Context: an optimization exercise on an open-source flow, tuned for small area, a short achievable clock period and few clock cycles per item. The choices shown serve that exercise and are no tape-out recipe.
In this exercise RTL edits were held to simulation tests only and were not proved equivalent to the original.
Power and IR drop assume default switching activity.

## run C
Design markov_jump_langevin_angle_step_top, start of the top module:
module markov_jump_langevin_angle_step_top (
    input  logic        i_clk,
    input  logic        i_rst_n,
    input  logic        i_in_valid,
    output logic        o_in_ready,
    input  logic        i_mode,
    input  logic [31:0] i_start_angle,
    input  logic [1:0]  i_start_state,
    input  logic [15:0] i_uniform_event,
    input  logic [15:0] i_uniform_choice,
    input  logic [15:0] i_gaussian_sample,
    output logic        o_out_valid,
    input  logic        i_out_ready,
    output logic [31:0] o_angle,
    output logic [1:0]  o_state,
    output logic [31:0] o_target_angle,
    output logic [15:0] o_rotations,
    input  logic        i_cfg_we,
    input  logic [2:0]  i_cfg_idx,
    input  logic [63:0] i_cfg_data
);
    logic [63:0] r_leave;
    logic [63:0] r_cdf0, r_cdf1;    
    logic [63:0] r_rest;
    logic [7:0]  r_kn;              
    logic [8:0]  r_k1, r_k2;
    logic [31:0] r_gain;
    logic [7:0] kn_w;
    logic [8:0] k1_w, k2_w;
    always_comb begin
        logic [18:0] k;
        k = {1'b0, i_cfg_data[16:0], 1'b0};
        for (int i = 0; i < 9; i++) begin
            logic b2, b1, b0;
            b2 = k[2*i+2]; b1 = k[2*i+1]; b0 = k[2*i];
            if (i < 8) kn_w[i] = b2 & ~(b1 & b0);
            k1_w[i] = b1 ^ b0;
            k2_w[i] = (b2 & ~b1 & ~b0) | (~b2 & b1 & b0);
        end
    end
    always_ff @(posedge i_clk) begin
        if (!i_rst_n) begin
            r_leave <= '0;
            r_cdf0  <= '0;
            r_cdf1  <= '0;
            r_rest  <= '0;
            r_kn    <= '0;
            r_k1    <= 9'h100;    
            r_k2    <= '0;
            r_gain  <= '0;
        end else if (i_cfg_we) begin
            case (i_cfg_idx)
                mjl_pkg::REG_LEAVE_PROB: r_leave <= i_cfg_data;
                mjl_pkg::REG_CDF_S0: begin r_cdf0[15:0]  <= i_cfg_data[15:0]; r_cdf1[15:0]  <= i_cfg_data[31:16]; end
                mjl_pkg::REG_CDF_S1: begin r_cdf0[31:16] <= i_cfg_data[15:0]; r_cdf1[31:16] <= i_cfg_data[31:16]; end
                mjl_pkg::REG_CDF_S2: begin r_cdf0[47:32] <= i_cfg_data[15:0]; r_cdf1[47:32] <= i_cfg_data[31:16]; end
                mjl_pkg::REG_CDF_S3: begin r_cdf0[63:48] <= i_cfg_data[15:0]; r_cdf1[63:48] <= i_cfg_data[31:16]; end
  ...
For scale: roughly 240 I/O pins, ~0.062 mm2 of cells after synthesis.
==> flow/config.mk <==
export PLATFORM = sky130hd
export DESIGN_NAME = markov_jump_langevin_angle_step_top
export DESIGN_NICKNAME = markov_jump_langevin_angle_step_top
export VERILOG_FILES = /design/flow/design.v
export SDC_FILE = /design/flow/constraint.sdc
export NUM_CORES = 4
export LEC_CHECK = 0
export CAP_MARGIN = 20
export CORE_MARGIN = 2
export CORE_UTILIZATION = 40
export SLEW_MARGIN = 20
==> flow/constraint.sdc <==
create_clock -name core_clock -period 14.0 [get_ports {i_clk}]
set_input_delay 2.8000 -clock core_clock [delete_from_list [all_inputs] [get_ports {i_clk}]]
set_output_delay 2.8000 -clock core_clock [all_outputs]
set_load 0.01 [all_outputs]
standard.sh (not shown) runs the stock make flow with config.mk's settings and CLKGATE_MAP_FILE= SYNTH_SCRIPT=/design/flow/synth_recipe.tcl, a recipe that flattens the netlist after the stock synthesis.
==> flow/flow/run.sh <==
#!/bin/bash
# Standard synthesis; then flow/pol.py removes inverters around the full
# adders of the synthesized netlist (same function, same registers); then the
# standard layout, with repair_timing aiming at a setup slack margin of
# SETUP_MARGIN ns instead of 0.
set -euo pipefail
R=$PWD/orfs/results/sky130hd/markov_jump_langevin_angle_step_top/base
bash standard.sh $R/1_2_yosys.v > synth.log 2>&1
cp $R/1_2_yosys.v yosys_before_pol.v
python3 flow/pol.py yosys_before_pol.v $R/1_2_yosys.v > pol.log 2>&1
touch $R/1_2_yosys.v
bash standard.sh SETUP_SLACK_MARGIN=${SETUP_MARGIN:-6.8} finish > standard.log 2>&1
Other scripts of this flow, unchanged in this note and not shown: flow/flow/pol.py
Testbench counts of run C, summed over its fixed seeds: cycles 16,032, items 16,000.
Input-level comparison between run D and run C:
diff --git a/flow/flow/run.sh b/flow/flow/run.sh
--- a/flow/flow/run.sh
+++ b/flow/flow/run.sh
@@ -10,3 +10,3 @@
 python3 flow/pol.py yosys_before_pol.v $R/1_2_yosys.v > pol.log 2>&1
 touch $R/1_2_yosys.v
-bash standard.sh SETUP_SLACK_MARGIN=${SETUP_MARGIN:-6.8} finish > standard.log 2>&1
+bash standard.sh SETUP_SLACK_MARGIN=${SETUP_MARGIN:-7.5} finish > standard.log 2>&1
diff --git a/flow/config.mk b/flow/config.mk
--- a/flow/config.mk
+++ b/flow/config.mk
@@ -8,4 +8,4 @@
 export CAP_MARGIN = 20
 export CORE_MARGIN = 2
-export CORE_UTILIZATION = 40
+export CORE_UTILIZATION = 55
 export SLEW_MARGIN = 20
Results
- Summary of run D over run C: shortest period the worst path allows lower; total track usage higher.
- Summary — final design area excluding fillers, run D relative to run C: higher, by 0.0028 mm2.
- Run D has share of the core filled with cells in the final layout above what run C had.
- [diff] worst slew margin relative to its limit, run D relative to run C: regression
- Run C ended up with o_in_ready as its critical path endpoint; run D ended up with r2_x[47].
- Compared with run C, run D shows a lower fraction of the cycle the final worst path needs.
- Run D vs run C — proportion of power drawn by combinational gates rose 2.9 points.
- Run comparison: run C cell with the biggest individual delay on the critical path sky130_fd_sc_hd__clkdlybuf4s50_1; run D cell with the biggest individual delay on the critical path sky130_fd_sc_hd__fa_1
- Run D ended up with a higher total number of cells along the worst setup path than run C did.
- Summary — proportion of cell area occupied by multi-input gates, run D relative to run C: lower, by 0.45 points.
- Critical path startpoint = r1_mode: run D; critical path startpoint = i_out_ready: run C


## oak
markov_jump_langevin_angle_step_top, a different RTL version from the one above (not shown whole).
Size: about 7100 cells after synthesis, about 240 I/O pins, about 64000 sq um of cells after synthesis.
==> flow/config.mk <==
export PLATFORM = sky130hd
export DESIGN_NAME = markov_jump_langevin_angle_step_top
export DESIGN_NICKNAME = markov_jump_langevin_angle_step_top
export VERILOG_FILES = /design/flow/design.v
export SDC_FILE = /design/flow/constraint.sdc
export NUM_CORES = 4
export LEC_CHECK = 0
export CAP_MARGIN = 20
export CORE_MARGIN = 2
export CORE_UTILIZATION = 40
export SLEW_MARGIN = 20
==> flow/constraint.sdc <==
create_clock -name core_clock -period 14.0 [get_ports {i_clk}]
set_input_delay 2.8000 -clock core_clock [delete_from_list [all_inputs] [get_ports {i_clk}]]
set_output_delay 2.8000 -clock core_clock [all_outputs]
set_load 0.01 [all_outputs]
==> flow/flow/run.sh <==
#!/bin/bash
# Standard synthesis; then flow/pol.py removes inverters around the full
# adders of the synthesized netlist (same function, same registers); then the
# standard layout, with repair_timing aiming at a setup slack margin of
# SETUP_MARGIN ns instead of 0.
set -euo pipefail
R=$PWD/orfs/results/sky130hd/markov_jump_langevin_angle_step_top/base
bash standard.sh $R/1_2_yosys.v > synth.log 2>&1
cp $R/1_2_yosys.v yosys_before_pol.v
python3 flow/pol.py yosys_before_pol.v $R/1_2_yosys.v > pol.log 2>&1
touch $R/1_2_yosys.v
bash standard.sh SETUP_SLACK_MARGIN=${SETUP_MARGIN:-8.2} finish > standard.log 2>&1
Other scripts of this flow, unchanged in this note and not shown: flow/flow/pol.py
oak was carried through to the last stage, and its layout satisfied the timing, DRC and antenna checks.
Testbench counts of oak, summed over its fixed seeds: cycles 16,032, items 16,000.
For pine, these inputs were changed with respect to oak:
diff --git a/flow/flow/run.sh b/flow/flow/run.sh
--- a/flow/flow/run.sh
+++ b/flow/flow/run.sh
@@ -12 +12 @@
-bash standard.sh SETUP_SLACK_MARGIN=${SETUP_MARGIN:-8.2} finish > standard.log 2>&1
+bash standard.sh SETUP_SLACK_MARGIN=${SETUP_MARGIN:-7.5} finish > standard.log 2>&1
Findings:
Status | pine and oak | clean
Post-detailed-route wirelength per cell (pine vs. oak) decreases slightly
pine vs oak: share of cells above drive strength 1 down in pine
pine ends up with lower detailed-route wire length than oak does.
On part of the power in registers: between pine and oak, it ends up higher for pine.
Diff pine and oak: worst path setup slack after routing higher in oak
Number of global-route vias before repair came out lower on pine than on oak.
Compared with oak, in pine setup fix buffers added after clock tree synthesis went down about 50%, count of buffers not belonging to the clock network in the layout went down 22%.
Looking at pine and oak, the clock insertion delay at the later pin of the skew report is a wash.
Diff pine and oak: arrival time of data at the critical path endpoint higher in pine

[port drivers added, routing unchanged]
How much do the figures lean on ideal ports? The routed layouts below were timed once more, with nothing changed but the port constraints.
Step 1 sets driving cells, clkbuf_16 on the clock port and buf_2 on the other inputs (assumed; they add their load-dependent delay and slew).
Step 2, shift: input delay + t, output delay - t, t = (earliest + latest rising clock arrival at the registers) / 2. This alone moves slack from input paths to output paths.
Three values: ideal, step 1, step 2; two values: the first two.
| run | t, ns | setup slack, ns | hold slack, ns |
|---|---|---|---|
| run C | 0.780 | 6.925 / 6.876 / 6.876 | 0.416 / 0.416 / 0.416 |
| run D | 0.737 | 7.296 / 7.296 / 7.296 | 0.418 / 0.418 / 0.418 |
| oak | 0.776 | 7.249 / 7.249 / 7.249 | 0.418 / 0.418 / 0.418 |
| pine | 0.790 | 7.169 / 7.169 / 7.169 | 0.417 / 0.417 / 0.417 |
After both steps setup and hold are still met in every run listed. For run C, which loses most, drivers alone change the setup slack by -0.049 ns; drivers and shift together by -0.049 ns.
